This design comes from an exercise in tuning for small area on the open sky130 flow, not from production work. No run shown here included a check of the RTL's function; only the layout flow was run. Power and IR drop assume default switching activity.

==> design/flow/design.v <==
`default_nettype none
package cpuPkg;
    localparam int regAddrWidth = 5;
    typedef enum logic [2:0] {
        opAdd = 3'd0,    
        opSub = 3'd1,    
        opAnd = 3'd2,
        opOr  = 3'd3,
        opXor = 3'd4,
        opSlt = 3'd5,    
        opSll = 3'd6,    
        opSrl = 3'd7     
    } aluOp;
endpackage
`default_nettype wire
`default_nettype none
package ctrlPkg;
    typedef enum logic [1:0] {
        fwdReg = 2'd0,   
        fwdWb  = 2'd1,   
        fwdMem = 2'd2    
    } fwdSel;
    typedef enum logic {srcAlu = 1'b0, srcMem = 1'b1} resultSrc;
endpackage
`default_nettype wire
`timescale 1ns/1ps
`default_nettype none
module aluUnit #(
    parameter int dataWidth = 18
) (
    input  logic [dataWidth-1:0] a,
    input  logic [dataWidth-1:0] b,
    input  cpuPkg::aluOp         op,
    output logic [dataWidth-1:0] result,
    output logic                 zero
);
    logic                 subtract;
    logic [dataWidth-1:0] bAdd;
    logic [dataWidth-1:0] sum;
    logic                 lessThan;
    logic [3:0]           shamt;
    logic [dataWidth-1:0] shiftIn;
    logic [dataWidth-1:0] shifted;
    assign subtract = op[0] & ~op[1];             
    assign bAdd     = b ^ {dataWidth{subtract}};
    localparam int blk = 6;
    logic [dataWidth:0]   carry;
    logic [dataWidth-1:0] gen, prop;
    logic                 carry6, carry12;
    assign gen  = a & bAdd;
    assign prop = a | bAdd;
    always_comb begin
        carry6 = subtract;
        for (int i = 0; i < blk; i++) carry6 = gen[i] | (prop[i] & carry6);
        carry12 = carry6;
        for (int i = blk; i < 2*blk; i++) carry12 = gen[i] | (prop[i] & carry12);
    end
    always_comb begin
        for (int i = 0; i <= dataWidth; i++) carry[i] = 1'b0;
        for (int i = 0; i < dataWidth; i++) begin
            if (i == 0)          carry[i] = subtract;
            else if (i == blk)   carry[i] = carry6;
            else if (i == 2*blk) carry[i] = carry12;
            sum[i]     = a[i] ^ bAdd[i] ^ carry[i];
            carry[i+1] = (a[i] & bAdd[i]) | (carry[i] & (a[i] ^ bAdd[i]));
        end
    end
    assign lessThan = (a[dataWidth-1] ^ b[dataWidth-1]) ? a[dataWidth-1] : sum[dataWidth-1];
    assign shamt = b[3:0];                        
    always_comb begin
        for (int i = 0; i < dataWidth; i++)
            shiftIn[i] = op[0] ? a[dataWidth-1-i] : a[i];
    end
    logic [dataWidth-1:0] sh1, sh2, sh4;
    assign sh1     = shamt[0] ? {shiftIn[dataWidth-2:0], 1'b0} : shiftIn;
    assign sh2     = shamt[1] ? {sh1[dataWidth-3:0], 2'b0} : sh1;
    assign sh4     = shamt[2] ? {sh2[dataWidth-5:0], 4'b0} : sh2;
    assign shifted = shamt[3] ? {sh4[dataWidth-9:0], 8'b0} : sh4;
    always_comb begin
        case (op)
            cpuPkg::opAdd, cpuPkg::opSub: result = sum;
            cpuPkg::opAnd: result = a & b;
            cpuPkg::opOr:  result = a | b;
            cpuPkg::opXor: result = a ^ b;
            cpuPkg::opSlt: result = {{(dataWidth-1){1'b0}}, lessThan};
            cpuPkg::opSll: result = shifted;
            cpuPkg::opSrl: begin
                for (int i = 0; i < dataWidth; i++) result[i] = shifted[dataWidth-1-i];
            end
            default: result = '0;
        endcase
    end
    assign zero = (result == '0);
endmodule
`default_nettype wire
`timescale 1ns/1ps
`default_nettype none
module forwardUnit (
    input  logic [cpuPkg::regAddrWidth-1:0] rs1E,
    input  logic [cpuPkg::regAddrWidth-1:0] rs2E,
    input  logic [cpuPkg::regAddrWidth-1:0] rdM,
    input  logic [cpuPkg::regAddrWidth-1:0] rdW,
    input  logic                            regWriteM,
    input  logic                            regWriteW,
    output ctrlPkg::fwdSel                  fwdAE,
    output ctrlPkg::fwdSel                  fwdBE
);
    logic memLive;   
    logic wbLive;
    assign memLive = regWriteM && (rdM != '0);
    assign wbLive  = regWriteW && (rdW != '0);
    always_comb begin
        if (memLive && (rdM == rs1E)) fwdAE = ctrlPkg::fwdMem;
        else if (wbLive && (rdW == rs1E)) fwdAE = ctrlPkg::fwdWb;
        else fwdAE = ctrlPkg::fwdReg;
    end
    always_comb begin
        if (memLive && (rdM == rs2E)) fwdBE = ctrlPkg::fwdMem;
        else if (wbLive && (rdW == rs2E)) fwdBE = ctrlPkg::fwdWb;
        else fwdBE = ctrlPkg::fwdReg;
    end
endmodule
`default_nettype wire
`timescale 1ns/1ps
`default_nettype none
module execStage #(
    parameter int dataWidth = 18,
    parameter int pcWidth   = 9
) (
    input  logic                            clk,
    input  logic                            rst,
    input  logic                            regWriteE,
    input  logic                            memWriteE,
    input  logic                            aluSrcE,
    input  logic                            branchE,
    input  logic                            jumpE,
    input  logic                            flushE,
    input  ctrlPkg::resultSrc               resultSrcE,
    input  cpuPkg::aluOp                    aluCtrlE,
    input  logic [dataWidth-1:0]            rd1E,
    input  logic [dataWidth-1:0]            rd2E,
    input  logic [dataWidth-1:0]            immE,
    input  logic [dataWidth-1:0]            resultW,
    input  logic [pcWidth-1:0]              pcE,
    input  logic [cpuPkg::regAddrWidth-1:0] rdE,
    input  ctrlPkg::fwdSel                  fwdAE,
    input  ctrlPkg::fwdSel                  fwdBE,
    output logic                            pcSrcE,
    output logic [pcWidth-1:0]              pcTargetE,
    output logic                            regWriteM,
    output logic                            memWriteM,
    output ctrlPkg::resultSrc               resultSrcM,
    output logic [cpuPkg::regAddrWidth-1:0] rdM,
    output logic [dataWidth-1:0]            aluResultM,
    output logic [dataWidth-1:0]            writeDataM,
    output logic                            mValid
);
    logic [dataWidth-1:0] srcA;
    logic [dataWidth-1:0] srcBFwd;   
    logic [dataWidth-1:0] srcB;
    logic [dataWidth-1:0] aluResultE;
    logic                 zeroE;
    function automatic logic [dataWidth-1:0] fwdMux(
        input ctrlPkg::fwdSel                sel,
        input logic [dataWidth-1:0] regVal,
        input logic [dataWidth-1:0] wbVal,
        input logic [dataWidth-1:0] memVal
    );
        case (sel)
            ctrlPkg::fwdWb:   fwdMux = wbVal;
            ctrlPkg::fwdMem:  fwdMux = memVal;
            default: fwdMux = regVal;
        endcase
    endfunction
    assign srcA    = fwdMux(fwdAE, rd1E, resultW, aluResultM);
    assign srcBFwd = fwdMux(fwdBE, rd2E, resultW, aluResultM);
    assign srcB    = aluSrcE ? immE : srcBFwd;
    aluUnit #(.dataWidth(dataWidth)) alu (
        .a      (srcA),
        .b      (srcB),
        .op     (aluCtrlE),
        .result (aluResultE),
        .zero   (zeroE)
    );
    assign pcSrcE    = (zeroE & branchE) | jumpE;
    assign pcTargetE = pcE + immE[pcWidth-1:0];   
    always_ff @(posedge clk or negedge rst) begin
        if (!rst) begin
            regWriteM  <= 1'b0;
            memWriteM  <= 1'b0;
            resultSrcM <= ctrlPkg::srcAlu;
            rdM        <= '0;
            mValid     <= 1'b0;
        end else begin
            regWriteM  <= regWriteE & ~flushE;
            memWriteM  <= memWriteE & ~flushE;
            resultSrcM <= resultSrcE;
            rdM        <= rdE;
            mValid     <= 1'b1;
        end
    end
    always_ff @(posedge clk) begin
        aluResultM <= aluResultE;
        writeDataM <= srcBFwd;   
    end
endmodule
`default_nettype wire
`timescale 1ns/1ps
`default_nettype none
module memWriteback #(
    parameter int dataWidth = 18,
    parameter int memDepth  = 32
) (
    input  logic                            clk,
    input  logic                            rst,
    input  logic                            mValid,
    input  logic                            regWriteM,
    input  logic                            memWriteM,
    input  ctrlPkg::resultSrc               resultSrcM,
    input  logic [cpuPkg::regAddrWidth-1:0] rdM,
    input  logic [dataWidth-1:0]            aluResultM,
    input  logic [dataWidth-1:0]            writeDataM,
    output logic [dataWidth-1:0]            resultW,
    output logic [cpuPkg::regAddrWidth-1:0] rdW,
    output logic                            regWriteW
);
    localparam int addrWidth = $clog2(memDepth);
    logic [dataWidth-1:0] mem [memDepth];
    logic [memDepth-1:0]  written;
    logic [addrWidth-1:0] addrM;
    logic [memDepth-1:0]  wordSel;
    logic [memDepth-1:0]  readSel;
    logic [dataWidth-1:0] resultM;
    assign addrM = aluResultM[addrWidth-1:0];   
    always_comb begin
        for (int i = 0; i < memDepth; i++) begin
            wordSel[i] = (addrM == i[addrWidth-1:0]);
            readSel[i] = wordSel[i] & written[i] & resultSrcM;
        end
    end
    logic [memDepth-1:0]  wordWe;
    logic [dataWidth-1:0] memNext [memDepth];
    always_comb begin
        for (int i = 0; i < memDepth; i++) begin
            wordWe[i]  = memWriteM & wordSel[i];
            memNext[i] = (mem[i] & {dataWidth{~wordWe[i]}}) | (writeDataM & {dataWidth{wordWe[i]}});
        end
    end
    always_ff @(posedge clk) begin
        for (int i = 0; i < memDepth; i++) mem[i] <= memNext[i];
    end
    always_ff @(posedge clk or negedge rst) begin
        if (!rst) written <= '0;
        else      written <= written | wordWe;
    end
    always_comb begin
        resultM = aluResultM & {dataWidth{mValid & ~resultSrcM}};
        for (int i = 0; i < memDepth; i++) begin
            resultM = resultM | (mem[i] & {dataWidth{readSel[i]}});
        end
    end
    always_ff @(posedge clk or negedge rst) begin
        if (!rst) begin
            regWriteW <= 1'b0;
            rdW       <= '0;
            resultW   <= '0;
        end else begin
            regWriteW <= regWriteM;
            rdW       <= rdM;
            resultW   <= resultM;
        end
    end
endmodule
`default_nettype wire
`timescale 1ns/1ps
`default_nettype none
module execCore #(
    parameter int dataWidth = 18,
    parameter int pcWidth   = 9,
    parameter int memDepth  = 32
) (
    input  logic                            clk,
    input  logic                            rst,
    input  logic                            regWriteE,
    input  logic                            memWriteE,
    input  ctrlPkg::resultSrc               resultSrcE,
    input  logic                            aluSrcE,
    input  logic                            branchE,
    input  logic                            jumpE,
    input  logic                            flushE,
    input  cpuPkg::aluOp                    aluCtrlE,
    input  logic [dataWidth-1:0]            rd1E,
    input  logic [dataWidth-1:0]            rd2E,
    input  logic [dataWidth-1:0]            immE,
    input  logic [pcWidth-1:0]              pcE,
    input  logic [cpuPkg::regAddrWidth-1:0] rs1E,
    input  logic [cpuPkg::regAddrWidth-1:0] rs2E,
    input  logic [cpuPkg::regAddrWidth-1:0] rdE,
    output logic                            pcSrcE,
    output logic [pcWidth-1:0]              pcTargetE,
    output logic [dataWidth-1:0]            resultW,
    output logic [cpuPkg::regAddrWidth-1:0] rdW,
    output logic                            regWriteW
);
    ctrlPkg::fwdSel                  fwdAE;
    ctrlPkg::fwdSel                  fwdBE;
    logic                            regWriteM;
    logic                            memWriteM;
    ctrlPkg::resultSrc               resultSrcM;
    logic [cpuPkg::regAddrWidth-1:0] rdM;
    logic [dataWidth-1:0]            aluResultM;
    logic [dataWidth-1:0]            writeDataM;
    logic                            mValid;
    forwardUnit fwd (
        .rs1E, .rs2E, .rdM, .rdW, .regWriteM, .regWriteW, .fwdAE, .fwdBE
    );
    execStage #(.dataWidth(dataWidth), .pcWidth(pcWidth)) exec (
        .clk, .rst,
        .regWriteE, .memWriteE, .aluSrcE, .branchE, .jumpE, .flushE,
        .resultSrcE, .aluCtrlE,
        .rd1E, .rd2E, .immE, .resultW, .pcE, .rdE, .fwdAE, .fwdBE,
        .pcSrcE, .pcTargetE,
        .regWriteM, .memWriteM, .resultSrcM, .rdM, .aluResultM, .writeDataM, .mValid
    );
    memWriteback #(.dataWidth(dataWidth), .memDepth(memDepth)) memWb (
        .clk, .rst, .mValid,
        .regWriteM, .memWriteM, .resultSrcM, .rdM, .aluResultM, .writeDataM,
        .resultW, .rdW, .regWriteW
    );
endmodule
`default_nettype wire
==> design/flow/run.sh <==
#!/bin/bash
# synth_recipe.tcl (not shown) runs the flow's synth.tcl, then flattens the netlist and writes it again
# the make line also repeats each setting of config.mk as NAME=value (left out here)
make -C /OpenROAD-flow-scripts/flow DESIGN_CONFIG=/design/flow/config.mk WORK_HOME=/design/flow/orfs CLKGATE_MAP_FILE= SYNTH_SCRIPT=/design/flow/synth_recipe.tcl finish
==> design/flow/config.mk <==
export PLATFORM = sky130hd
export DESIGN_NAME = execCore
export DESIGN_NICKNAME = execCore
export VERILOG_FILES = /design/flow/design.v
export SDC_FILE = /design/flow/constraint.sdc
export NUM_CORES = 4
export LEC_CHECK = 0
export CAP_MARGIN = 20
export CORE_MARGIN = 2
export CORE_UTILIZATION = 40
export SLEW_MARGIN = 20
==> design/flow/constraint.sdc <==
create_clock -name core_clock -period 9.3 [get_ports {clk}]
set_input_delay 1.8600 -clock core_clock [delete_from_list [all_inputs] [get_ports {clk}]]
set_output_delay 1.8600 -clock core_clock [all_outputs]
set_load 0.01 [all_outputs]
==> results of run 1 <==
-- placed cells by master (no fill, tap or decap), types with 59 or more instances in the layout --
| cell type | count |
|---|---|
| sky130_fd_sc_hd__clkdlybuf4s50_1 | 115 |
| sky130_fd_sc_hd__inv_1 | 59 |
| sky130_fd_sc_hd__dfrtp_1 | 65 |
| sky130_fd_sc_hd__a221oi_1 | 77 |
| sky130_fd_sc_hd__nand2_1 | 78 |
| sky130_fd_sc_hd__buf_4 | 278 |
| sky130_fd_sc_hd__ha_1 | 62 |
| sky130_fd_sc_hd__a22oi_1 | 142 |
| sky130_fd_sc_hd__nor2_1 | 71 |
| sky130_fd_sc_hd__clkbuf_16 | 73 |
| sky130_fd_sc_hd__edfxtp_1 | 576 |
| sky130_fd_sc_hd__a22o_1 | 77 |
-- metrics by stage --
step           hold WS (ns)  power (mW)  utilization (%)  area (sq um)
2_1_floorplan         0.373        4.04                -         29400
3_3_place_gp          0.444        4.59             45.9         33400
3_5_place_dp          0.444        4.59             45.9         33400
4_1_cts               0.463        7.25             49.0         35600
5_1_grt               0.473        7.46             49.2         35700
6_report              0.462        7.25             49.2         35800
-- timing repair --
action	4_1_cts	5_1_grt
resized for setup	20	13
hold endpoints to repair	0	0
pin swaps	5	8
buffers inserted	0	2
setup endpoints to repair	1	1
-- worst max-delay path by stage --
stage                     startpoint      to  slack [ns]  cells after the start
after floorplan              rs2E[0]  pcSrcE       -0.92                     39
after global placement       rs2E[3]  pcSrcE       -2.34                     39
after detailed placement     rs2E[3]  pcSrcE       -2.41                     37
after CTS                    rs1E[1]  pcSrcE       -1.64                     37
after global routing         rs1E[1]  pcSrcE       -1.96                     36
final                        rs1E[1]  pcSrcE       -1.58                     34
-- report_power, final --
group          internal (mW)  total [mW]  switching [mW]
logic                  0.403       0.953           0.550
registers               3.44        3.61           0.167
clock network           1.51        2.69            1.18
-- metal layers --
layer | track usage, % | part of all wire (%) | vias up
met1 | 38.5 | 37 | 10998
li1 | - | - | 8975
met5 | 0 | 0.025 | -
met3 | 5.91 | 9.9 | 304
met4 | 14.2 | 5.5 | 4
met2 | 49.9 | 48 | 1466
-- cell families after synthesis --
kind of cell | after synthesis | share of synthesized area [%]
flip-flops | 677 | 67.0
buffers and inverters | 206 | 2.85
adder cells (fa/ha/maj) | 77 | 3.67
other | 1 | 0.0128
XOR/XNOR | 50 | 1.49
AO/OA/AOI/OAI | 562 | 15.1
AND/OR/NAND/NOR | 465 | 8.10
multiplexers | 41 | 1.70
-- area by class of cell --
type / instances / share of cell area [%]
tap: 959 / 3.36
antenna: 3 / 0.0210
sequential: 677 / 55.0
clock inverter: 42 / 0.850
clock buffer: 87 / 5.28
timing repair buffer: 402 / 9.32
multi-input combinational: 1196 / 25.5
inverter: 64 / 0.672
==> impl_metrics.xml, run 1 <==
<?xml version="1.0" encoding="UTF-8"?>
<metrics>
  <group name="floorplan">
    <metric name="i_o_pins" unit="">124</metric>
    <metric name="core_area" unit="sq mm">0.0727</metric>
    <metric name="die_area" unit="sq mm">0.0754</metric>
    <metric name="initial_core_util" unit="%">40.3</metric>
    <metric name="die-height" unit="um">275</metric>
    <metric name="fp.dieW" unit="um">275</metric>
    <metric name="placementRows" unit="">99</metric>
  </group>
  <group name="synthesis">
    <metric name="postSynthNetCount" unit="">2246</metric>
    <metric name="mappedNetlistArea" unit="sq mm">0.0293</metric>
    <metric name="dominant_cell_by_count_in_the_synthesized_netlist" unit="">sky130_fd_sc_hd__edfxtp_1</metric>
    <metric name="ys_seq_area_share" unit="%">67.0</metric>
    <metric name="post-synth-top-area-fraction" unit="%">59.0</metric>
    <metric name="synth_async_sr_flop_share" unit="%">9.60</metric>
    <metric name="number_of_enable_type_register_cells_in_the_synthesized_netlist" unit="">576</metric>
    <metric name="post_synth_num_cell_types" unit="">82</metric>
    <metric name="ys.flop_type" unit="">sky130_fd_sc_hd__edfxtp_1</metric>
    <metric name="synthCells" unit="">2079</metric>
    <metric name="synth_largest_area_cell" unit="">sky130_fd_sc_hd__edfxtp_1</metric>
    <metric name="ys.warnings.count" unit="">6</metric>
    <metric name="postSynthAreaPerCell" unit="sq um">14.1</metric>
    <metric name="yosys-top-cells-count" unit="">sky130_fd_sc_hd__edfxtp_1, sky130_fd_sc_hd__a22oi_1, sky130_fd_sc_hd__nor2_1</metric>
    <metric name="postSynthRegisterBits" unit="">677</metric>
    <metric name="synth.top_cells.by_area" unit="">sky130_fd_sc_hd__edfxtp_1, sky130_fd_sc_hd__dfrtp_1, sky130_fd_sc_hd__a22oi_1, sky130_fd_sc_hd__ha_1, sky130_fd_sc_hd__dfxtp_1</metric>
  </group>
  <group name="flow_run">
    <metric name="timing.max_cap.violations" unit="">0</metric>
  </group>
  <group name="timing">
    <metric name="max_freq" unit="MHz">91.9</metric>
    <metric name="setup_viol" unit="">1</metric>
    <metric name="maxSlewViolCount" unit="">0</metric>
    <metric name="timing.setup.tns" unit="ns">-1.58</metric>
    <metric name="final_critical_path_share_of_the_clock_period" unit="%">117</metric>
    <metric name="rsz0062_at_grt" unit="">true</metric>
    <metric name="timing.final.crit_period" unit="ns">10.88</metric>
    <metric name="worst_margin_slew" unit="ns">1.11</metric>
    <metric name="finalHoldViolCount" unit="">0</metric>
    <metric name="slew_headroom" unit="%">25.7</metric>
    <metric name="setup_ws" unit="ns">-1.58</metric>
    <metric name="fin_worst_skew" unit="ns">0.0448</metric>
  </group>
  <group name="detailed_routing">
    <metric name="postRouteAntennaNets" unit="">0</metric>
    <metric name="drcViolationCount" unit="">0</metric>
    <metric name="route.final.wire_length" unit="um">115000</metric>
    <metric name="first_pass_iters" unit="">8</metric>
    <metric name="detailed_route_iter0_violations" unit="">2938</metric>
    <metric name="avgViaCountPerCell" unit="">6.34</metric>
    <metric name="num_vias" unit="">21747</metric>
    <metric name="wire_per_inst" unit="um">33.5</metric>
  </group>
  <group name="worst_setup_path">
    <metric name="crit_fanout" unit="">17</metric>
    <metric name="path_common_cell" unit="">sky130_fd_sc_hd__nor2_1</metric>
    <metric name="arrival" unit="ns">9.02</metric>
    <metric name="timing.critical_path.to_type" unit="">output port</metric>
    <metric name="worst_path_largest_cell_delay" unit="ns">0.45</metric>
    <metric name="worstReg2RegStart" unit="">memWb.rdW[2]</metric>
    <metric name="setup.worst_path.start_class" unit="">input port</metric>
    <metric name="critical_path_required" unit="ns">7.44</metric>
    <metric name="crit_slowest_cell" unit="">sky130_fd_sc_hd__clkdlybuf4s50_1</metric>
    <metric name="reg2reg_to" unit="">exec.aluResultM[0]</metric>
    <metric name="crit_path_class" unit="">in -&gt; out</metric>
    <metric name="timing.reg2reg.setup_slack" unit="ns">2.49</metric>
    <metric name="cp.buffers_inverters" unit="">4</metric>
    <metric name="reg2reg_depth" unit="">37</metric>
    <metric name="cp_top_family" unit="">adder cells</metric>
  </group>
  <group name="clock_tree">
    <metric name="clock_tree.root_cell" unit="">sky130_fd_sc_hd__clkbuf_16</metric>
    <metric name="cts_tree" unit="">done</metric>
    <metric name="insertion_delay" unit="ns">0.62</metric>
    <metric name="max-clock-path-buffers" unit="">3</metric>
    <metric name="h-tree-depth" unit="">3</metric>
    <metric name="total_number_of_clock_tree_sinks" unit="">677</metric>
    <metric name="cts_hold_buffers" unit="">0</metric>
    <metric name="clock_transition_at_path_regs" unit="ns">0.06</metric>
    <metric name="tritoncts.num_buffers" unit="">71</metric>
  </group>
  <group name="global_route">
    <metric name="grt_antenna_before_repair" unit="">5</metric>
    <metric name="grt_max_degree" unit="">66</metric>
    <metric name="grt_util_overall" unit="%">30.2</metric>
    <metric name="overflow" unit="">0</metric>
    <metric name="grt_pass1_vias" unit="">21103</metric>
    <metric name="grt_first_pass_wirelength" unit="um">160000</metric>
  </group>
  <group name="placed_design">
    <metric name="placedCellCount" unit="">3295</metric>
    <metric name="port_buffers" unit="">123</metric>
    <metric name="dpl.hpwl" unit="um">74500</metric>
    <metric name="place_ws" unit="ns">-2.41</metric>
    <metric name="gp_congestion" unit="">0.956</metric>
  </group>
  <group name="finish">
    <metric name="register_area" unit="sq mm">0.0197</metric>
    <metric name="post_route_cells_drive_above_1_share" unit="%">21.3</metric>
    <metric name="fill_cell_total_of_the_finished_layout" unit="">6225</metric>
    <metric name="finalNetCount" unit="">2579</metric>
    <metric name="area_growth" unit="%">22.0</metric>
    <metric name="multiInputGateArea" unit="sq mm">0.00913</metric>
    <metric name="final-instance-count-excl-fill" unit="">3430</metric>
  </group>
  <group name="worst_hold_path">
    <metric name="hold_path_class" unit="">reg -&gt; reg</metric>
    <metric name="min_delay_startpoint" unit="">memWb.written[3]</metric>
    <metric name="hold_depth" unit="">1</metric>
    <metric name="min_delay_worst_endpoint" unit="">memWb.written[3]</metric>
  </group>
  <group name="power_and_ir_drop">
    <metric name="p_leak" unit="nW">12.8</metric>
    <metric name="power_density" unit="mW/mm^2">203</metric>
    <metric name="max-vdd-ir-drop" unit="mV">0.118</metric>
  </group>
  <group name="outcome">
    <metric name="failed_layout_checks" unit="">setup timing</metric>
    <metric name="status" unit="">complete, but fails checks</metric>
  </group>
</metrics>
==> inputs of run 2 (changes only) <==
--- a/design/flow/design.v
+++ b/design/flow/design.v
@@ -35,57 +35,18 @@
     output logic                 zero
 );
-    logic                 subtract;
-    logic [dataWidth-1:0] bAdd;
-    logic [dataWidth-1:0] sum;
-    logic                 lessThan;
-    logic [3:0]           shamt;
-    logic [dataWidth-1:0] shiftIn;
-    logic [dataWidth-1:0] shifted;
-    assign subtract = op[0] & ~op[1];             
-    assign bAdd     = b ^ {dataWidth{subtract}};
-    localparam int blk = 6;
-    logic [dataWidth:0]   carry;
-    logic [dataWidth-1:0] gen, prop;
-    logic                 carry6, carry12;
-    assign gen  = a & bAdd;
-    assign prop = a | bAdd;
-    always_comb begin
-        carry6 = subtract;
-        for (int i = 0; i < blk; i++) carry6 = gen[i] | (prop[i] & carry6);
-        carry12 = carry6;
-        for (int i = blk; i < 2*blk; i++) carry12 = gen[i] | (prop[i] & carry12);
-    end
-    always_comb begin
-        for (int i = 0; i <= dataWidth; i++) carry[i] = 1'b0;
-        for (int i = 0; i < dataWidth; i++) begin
-            if (i == 0)          carry[i] = subtract;
-            else if (i == blk)   carry[i] = carry6;
-            else if (i == 2*blk) carry[i] = carry12;
-            sum[i]     = a[i] ^ bAdd[i] ^ carry[i];
-            carry[i+1] = (a[i] & bAdd[i]) | (carry[i] & (a[i] ^ bAdd[i]));
-        end
-    end
-    assign lessThan = (a[dataWidth-1] ^ b[dataWidth-1]) ? a[dataWidth-1] : sum[dataWidth-1];
-    assign shamt = b[3:0];                        
-    always_comb begin
-        for (int i = 0; i < dataWidth; i++)
-            shiftIn[i] = op[0] ? a[dataWidth-1-i] : a[i];
-    end
-    logic [dataWidth-1:0] sh1, sh2, sh4;
-    assign sh1     = shamt[0] ? {shiftIn[dataWidth-2:0], 1'b0} : shiftIn;
-    assign sh2     = shamt[1] ? {sh1[dataWidth-3:0], 2'b0} : sh1;
-    assign sh4     = shamt[2] ? {sh2[dataWidth-5:0], 4'b0} : sh2;
-    assign shifted = shamt[3] ? {sh4[dataWidth-9:0], 8'b0} : sh4;
+    logic [3:0] shamt;
+    logic       lessThan;
+    assign shamt    = b[3:0];                     
+    assign lessThan = $signed(a) < $signed(b);
     always_comb begin
         case (op)
-            cpuPkg::opAdd, cpuPkg::opSub: result = sum;
+            cpuPkg::opAdd: result = a + b;
+            cpuPkg::opSub: result = a - b;
             cpuPkg::opAnd: result = a & b;
             cpuPkg::opOr:  result = a | b;
             cpuPkg::opXor: result = a ^ b;
             cpuPkg::opSlt: result = {{(dataWidth-1){1'b0}}, lessThan};
-            cpuPkg::opSll: result = shifted;
-            cpuPkg::opSrl: begin
-                for (int i = 0; i < dataWidth; i++) result[i] = shifted[dataWidth-1-i];
-            end
+            cpuPkg::opSll: result = a << shamt;
+            cpuPkg::opSrl: result = a >> shamt;
             default: result = '0;
         endcase
@@ -153,6 +114,5 @@
     output logic [cpuPkg::regAddrWidth-1:0] rdM,
     output logic [dataWidth-1:0]            aluResultM,
-    output logic [dataWidth-1:0]            writeDataM,
-    output logic                            mValid
+    output logic [dataWidth-1:0]            writeDataM
 );
     logic [dataWidth-1:0] srcA;
@@ -191,5 +151,6 @@
             resultSrcM <= ctrlPkg::srcAlu;
             rdM        <= '0;
-            mValid     <= 1'b0;
+            aluResultM <= '0;
+            writeDataM <= '0;
         end else begin
             regWriteM  <= regWriteE & ~flushE;
@@ -197,11 +158,8 @@
             resultSrcM <= resultSrcE;
             rdM        <= rdE;
-            mValid     <= 1'b1;
+            aluResultM <= aluResultE;
+            writeDataM <= srcBFwd;   
         end
     end
-    always_ff @(posedge clk) begin
-        aluResultM <= aluResultE;
-        writeDataM <= srcBFwd;   
-    end
 endmodule
 `default_nettype wire
@@ -214,5 +172,4 @@
     input  logic                            clk,
     input  logic                            rst,
-    input  logic                            mValid,
     input  logic                            regWriteM,
     input  logic                            memWriteM,
@@ -227,48 +184,34 @@
     localparam int addrWidth = $clog2(memDepth);
     logic [dataWidth-1:0] mem [memDepth];
-    logic [memDepth-1:0]  written;
     logic [addrWidth-1:0] addrM;
-    logic [memDepth-1:0]  wordSel;
-    logic [memDepth-1:0]  readSel;
-    logic [dataWidth-1:0] resultM;
+    logic [dataWidth-1:0] readDataW;
+    logic [dataWidth-1:0] aluResultW;
+    ctrlPkg::resultSrc             resultSrcW;
     assign addrM = aluResultM[addrWidth-1:0];   
-    always_comb begin
-        for (int i = 0; i < memDepth; i++) begin
-            wordSel[i] = (addrM == i[addrWidth-1:0]);
-            readSel[i] = wordSel[i] & written[i] & resultSrcM;
-        end
-    end
-    logic [memDepth-1:0]  wordWe;
-    logic [dataWidth-1:0] memNext [memDepth];
-    always_comb begin
-        for (int i = 0; i < memDepth; i++) begin
-            wordWe[i]  = memWriteM & wordSel[i];
-            memNext[i] = (mem[i] & {dataWidth{~wordWe[i]}}) | (writeDataM & {dataWidth{wordWe[i]}});
-        end
-    end
-    always_ff @(posedge clk) begin
-        for (int i = 0; i < memDepth; i++) mem[i] <= memNext[i];
-    end
     always_ff @(posedge clk or negedge rst) begin
-        if (!rst) written <= '0;
-        else      written <= written | wordWe;
-    end
-    always_comb begin
-        resultM = aluResultM & {dataWidth{mValid & ~resultSrcM}};
-        for (int i = 0; i < memDepth; i++) begin
-            resultM = resultM | (mem[i] & {dataWidth{readSel[i]}});
+        if (!rst) begin
+            for (int i = 0; i < memDepth; i++) begin
+                mem[i] <= '0;
+            end
+        end else if (memWriteM) begin
+            mem[addrM] <= writeDataM;
         end
     end
     always_ff @(posedge clk or negedge rst) begin
         if (!rst) begin
-            regWriteW <= 1'b0;
-            rdW       <= '0;
-            resultW   <= '0;
+            regWriteW  <= 1'b0;
+            resultSrcW <= ctrlPkg::srcAlu;
+            rdW        <= '0;
+            aluResultW <= '0;
+            readDataW  <= '0;
         end else begin
-            regWriteW <= regWriteM;
-            rdW       <= rdM;
-            resultW   <= resultM;
+            regWriteW  <= regWriteM;
+            resultSrcW <= resultSrcM;
+            rdW        <= rdM;
+            aluResultW <= aluResultM;
+            readDataW  <= mem[addrM];   
         end
     end
+    assign resultW = (resultSrcW == ctrlPkg::srcMem) ? readDataW : aluResultW;
 endmodule
 `default_nettype wire
@@ -311,5 +254,4 @@
     logic [dataWidth-1:0]            aluResultM;
     logic [dataWidth-1:0]            writeDataM;
-    logic                            mValid;
     forwardUnit fwd (
         .rs1E, .rs2E, .rdM, .rdW, .regWriteM, .regWriteW, .fwdAE, .fwdBE
@@ -321,8 +263,8 @@
         .rd1E, .rd2E, .immE, .resultW, .pcE, .rdE, .fwdAE, .fwdBE,
         .pcSrcE, .pcTargetE,
-        .regWriteM, .memWriteM, .resultSrcM, .rdM, .aluResultM, .writeDataM, .mValid
+        .regWriteM, .memWriteM, .resultSrcM, .rdM, .aluResultM, .writeDataM
     );
     memWriteback #(.dataWidth(dataWidth), .memDepth(memDepth)) memWb (
-        .clk, .rst, .mValid,
+        .clk, .rst,
         .regWriteM, .memWriteM, .resultSrcM, .rdM, .aluResultM, .writeDataM,
         .resultW, .rdW, .regWriteW
==> run 2 against run 1 <==
Compared with the run above:
- now clean on timing, DRC and antenna
- design area rose by 10%
- non-clock buffer count decreased by 37
- combinational power increased by 110%
- fmax grew 19%
- largest cell class unchanged
==> impl_metrics.xml, run 2 <==
<?xml version="1.0" encoding="UTF-8"?>
<metrics>
  <group name="worst_setup_path">
    <metric name="critical_path_required" unit="ns">7.44</metric>
    <metric name="cp.buffers_inverters" unit="">3</metric>
    <metric name="worst_path_largest_cell_delay" unit="ns">0.54</metric>
    <metric name="path_cells" unit="">dlygate4sd2_1 -&gt; xnor2_1 -&gt; nand4_1 -&gt; or3_4 -&gt; a311oi_4 -&gt; or2_4 -&gt; clkinv_16 -&gt; ha_2 -&gt; fa_2 -&gt; nand2b_1 -&gt; a21oi_2 -&gt; o21bai_2 -&gt; a211o_1 -&gt; nand3_2 -&gt; and3_1 -&gt; o21a_1 -&gt; o21a_1 -&gt; or4_4 -&gt; or4_4 -&gt; nor4_4 -&gt; nand3_2 -&gt; o41ai_4 -&gt; buf_2</metric>
    <metric name="cp_top_family" unit="">simple AND/OR/NAND/NOR gates</metric>
    <metric name="arrival" unit="ns">7.25</metric>
    <metric name="crit_slowest_cell" unit="">sky130_fd_sc_hd__or4_4</metric>
    <metric name="crit_fanout" unit="">4</metric>
    <metric name="timing.critical_path.to_type" unit="">output port</metric>
    <metric name="crit_path_class" unit="">in -&gt; out</metric>
    <metric name="setup.worst_path.start_class" unit="">input port</metric>
  </group>
  <group name="finish">
    <metric name="mostFrequentLayoutCells" unit="">sky130_fd_sc_hd__dfrtp_1, sky130_fd_sc_hd__mux2_2, sky130_fd_sc_hd__buf_4</metric>
    <metric name="layout.cell_area.non_filler" unit="sq mm">0.0394</metric>
    <metric name="largest_reg_by_ff_count" unit="">memWb.mem</metric>
    <metric name="post_route_cells_drive_above_1_share" unit="%">35.5</metric>
    <metric name="fill_cell_total_of_the_finished_layout" unit="">7285</metric>
    <metric name="largest_reg_flops" unit="">576</metric>
    <metric name="finalNetCount" unit="">3154</metric>
    <metric name="area_growth" unit="%">19.8</metric>
    <metric name="post-route-util" unit="%">48.2</metric>
    <metric name="final_common_cell" unit="">sky130_fd_sc_hd__dfrtp_1</metric>
  </group>
  <group name="clock_tree">
    <metric name="clock_transition_at_path_regs" unit="ns">0.06</metric>
    <metric name="total_number_of_clock_tree_sinks" unit="">663</metric>
    <metric name="h-tree-depth" unit="">3</metric>
    <metric name="clock_tree.root_cell" unit="">sky130_fd_sc_hd__clkbuf_16</metric>
    <metric name="cts_tree" unit="">done</metric>
    <metric name="cts_hold_buffers" unit="">0</metric>
    <metric name="max-clock-path-buffers" unit="">3</metric>
    <metric name="insertion_delay" unit="ns">0.62</metric>
    <metric name="tritoncts.num_buffers" unit="">72</metric>
  </group>
  <group name="synthesis">
    <metric name="ys_seq_area_share" unit="%">50.5</metric>
    <metric name="post_synth_num_cell_types" unit="">84</metric>
    <metric name="yosys-top-cells-count" unit="">sky130_fd_sc_hd__dfrtp_1, sky130_fd_sc_hd__mux2_2, sky130_fd_sc_hd__clkbuf_1</metric>
    <metric name="mappedNetlistArea" unit="sq mm">0.0329</metric>
    <metric name="dominant_cell_by_count_in_the_synthesized_netlist" unit="">sky130_fd_sc_hd__dfrtp_1</metric>
    <metric name="post-synth-top-area-fraction" unit="%">50.5</metric>
    <metric name="synth_async_sr_flop_share" unit="%">100</metric>
    <metric name="synth.top_cells.by_area" unit="">sky130_fd_sc_hd__dfrtp_1, sky130_fd_sc_hd__mux2_2, sky130_fd_sc_hd__a22oi_1, sky130_fd_sc_hd__ha_1, sky130_fd_sc_hd__mux2i_1</metric>
    <metric name="ys.flop_type" unit="">sky130_fd_sc_hd__dfrtp_1</metric>
    <metric name="ys.warnings.count" unit="">5</metric>
    <metric name="synth_largest_area_cell" unit="">sky130_fd_sc_hd__dfrtp_1</metric>
    <metric name="synthCells" unit="">2752</metric>
    <metric name="postSynthNetCount" unit="">2908</metric>
    <metric name="number_of_enable_type_register_cells_in_the_synthesized_netlist" unit="">0</metric>
    <metric name="postSynthAreaPerCell" unit="sq um">11.9</metric>
    <metric name="postSynthRegisterBits" unit="">663</metric>
  </group>
  <group name="floorplan">
    <metric name="i_o_pins" unit="">124</metric>
    <metric name="initial_core_util" unit="%">40.2</metric>
    <metric name="die_area" unit="sq mm">0.0845</metric>
    <metric name="die-height" unit="um">291</metric>
    <metric name="core_area" unit="sq mm">0.0817</metric>
    <metric name="placementRows" unit="">105</metric>
    <metric name="fp.dieW" unit="um">291</metric>
  </group>
  <group name="timing">
    <metric name="final_critical_path_share_of_the_clock_period" unit="%">98.0</metric>
    <metric name="fin_worst_skew" unit="ns">0.0208</metric>
    <metric name="setup_viol" unit="">0</metric>
    <metric name="worst_margin_slew" unit="ns">1.17</metric>
    <metric name="slew_headroom" unit="%">21.9</metric>
    <metric name="maxSlewViolCount" unit="">0</metric>
    <metric name="rsz0062_at_grt" unit="">false</metric>
    <metric name="finalHoldViolCount" unit="">0</metric>
    <metric name="max_freq" unit="MHz">110</metric>
    <metric name="timing.final.crit_period" unit="ns">9.11</metric>
  </group>
  <group name="power_and_ir_drop">
    <metric name="max-vdd-ir-drop" unit="mV">0.159</metric>
    <metric name="p_leak" unit="nW">18.2</metric>
    <metric name="power_density" unit="mW/mm^2">236</metric>
  </group>
  <group name="flow_run">
    <metric name="timing.max_cap.violations" unit="">0</metric>
  </group>
  <group name="detailed_routing">
    <metric name="first_pass_iters" unit="">6</metric>
    <metric name="avgViaCountPerCell" unit="">6.27</metric>
    <metric name="met1_length" unit="um">51700</metric>
    <metric name="detailed_route_iter0_violations" unit="">2701</metric>
    <metric name="dr_wl_met2" unit="um">60100</metric>
    <metric name="drcViolationCount" unit="">0</metric>
    <metric name="route.final.wire_length" unit="um">129000</metric>
    <metric name="highest-signal-layer" unit="">met5</metric>
    <metric name="met3_length" unit="um">10200</metric>
    <metric name="postRouteAntennaNets" unit="">0</metric>
    <metric name="wire_per_inst" unit="um">31.3</metric>
    <metric name="num_vias" unit="">25833</metric>
  </group>
  <group name="placed_design">
    <metric name="postPlaceCellArea" unit="sq mm">0.0366</metric>
    <metric name="dpl.hpwl" unit="um">81800</metric>
    <metric name="port_buffers" unit="">123</metric>
    <metric name="gp_congestion" unit="">0.996</metric>
  </group>
  <group name="worst_hold_path">
    <metric name="hold_path_class" unit="">reg -&gt; reg</metric>
  </group>
  <group name="global_route">
    <metric name="grt_first_pass_wirelength" unit="um">186000</metric>
    <metric name="grt_util_overall" unit="%">30.1</metric>
    <metric name="grt_pass1_vias" unit="">26399</metric>
    <metric name="grt_antenna_before_repair" unit="">5</metric>
    <metric name="overflow" unit="">0</metric>
    <metric name="grt_max_degree" unit="">170</metric>
  </group>
  <group name="outcome">
    <metric name="status" unit="">finished clean</metric>
  </group>
</metrics>
[run 2: final timing paths]
kind                            startpoint             endpoint  slack (ns)  cells after the start
setup / recovery                   rs2E[3]               pcSrcE        0.19                     23
hold / removal             exec.resultSrcM     memWb.resultSrcW        0.35                      0
setup reg to reg               exec.rdM[0]  exec.aluResultM[17]        3.91                     23
hold reg to reg            exec.resultSrcM     memWb.resultSrcW        0.35                      0
max in group asynchronous              rst    memWb.mem[28][12]        5.86                      3
min in group asynchronous              rst          exec.rdM[3]        1.35                      1
[run 2: metal layers]
layer / track usage, % / up-vias
met4: 15.2 / 2
met2: 48.8 / 1258
li1: - / 10758
met1: 38.8 / 13447
met3: 5.35 / 368
met5: 0 / -
[run 2: area by class of cell]
type	count	area (sq um)	share of cell area, %
tap	1070	1340	3.40
clock inverter	20	288	0.731
clock buffer	104	2150	5.47
multi-input combinational	1824	15600	39.6
antenna	1	2.50	0.00635
inverter	72	297	0.753
sequential	663	16600	42.1
timing repair buffer	365	3120	7.93
[run 2: timing repair]
item	in CTS	in global routing
pin swaps	13	22
endpoints found under the setup margin	1	1
buffers inserted	4	6
resized for setup	27	36
[run 2: where the power goes]
group	internal, mW	switching [mW]
Clock	1.76	1.23
Combinational	1.04	0.998
Sequential	3.76	0.509
[run 2: kinds of logic (layout without fill, tap and decap cells)]
| family | Yosys count | in the layout | synth area share [%] |
|---|---|---|---|
| other | 0 | 1 | 0 |
| AND/OR/NAND/NOR | 478 | 478 | 6.96 |
| adder cells (fa/ha/maj) | 66 | 66 | 2.58 |
| multiplexers | 667 | 667 | 22.6 |
| XOR/XNOR | 36 | 36 | 0.959 |
| buffers and inverters | 265 | 561 | 3.28 |
| AO/OA/AOI/OAI | 577 | 577 | 13.2 |
| flip-flops | 663 | 663 | 50.5 |
[run 2: through the flow]
step / instances / TNS (ns) / hold slack (ns) / total power, mW / setup slack (ns)
finish: 4119 / 0 / 0.351 / 9.28 / 0.187
global route: 4119 / 0 / 0.365 / 9.66 / 0.0223
CTS: 4112 / 0 / 0.353 / 9.27 / 0.0220
detailed placement: 3984 / -0.734 / 0.340 / 6.28 / -0.734
global placement: 3984 / -0.732 / 0.342 / 6.17 / -0.732
floorplan: 2752 / 0 / 0.331 / 5.39 / 0.464

==> static timing again, ports no longer ideal <==
In the flow no input, the clock included, has a driving cell. The finished layouts below were timed again as built, in two steps.
Step 1 (the two cells are an assumption about what drives the block):
set clk [get_ports {clk}]
set_driving_cell -lib_cell sky130_fd_sc_hd__clkbuf_16 $clk
set_driving_cell -lib_cell sky130_fd_sc_hd__buf_2 [delete_from_list [all_inputs] $clk]
Step 2 moves the port delays by t, midway between the first and last clock arrival at a register: inputs arrive t later, outputs are due t later. That takes back most of the time a late clock gives input paths.
Slacks: no drivers / after step 1 / after step 2; pairs: no drivers / after step 1.
run | shift t [ns] | setup slack, ns | worst setup path after step 2 | latest minus earliest clock arrival (ns) | worst data-port slew with drivers (ns)
run 1 | 0.665 | -1.584 / -1.613 / -1.613 | input to output | 0.046 / 0.045 | 0.07
run 2 | 0.676 | 0.187 / 0.166 / 0.166 | input to output | 0.023 / 0.023 | 0.10
The setup slack of run 1, which loses most, moves by -0.029 ns with the drivers and by -0.029 ns with both steps.
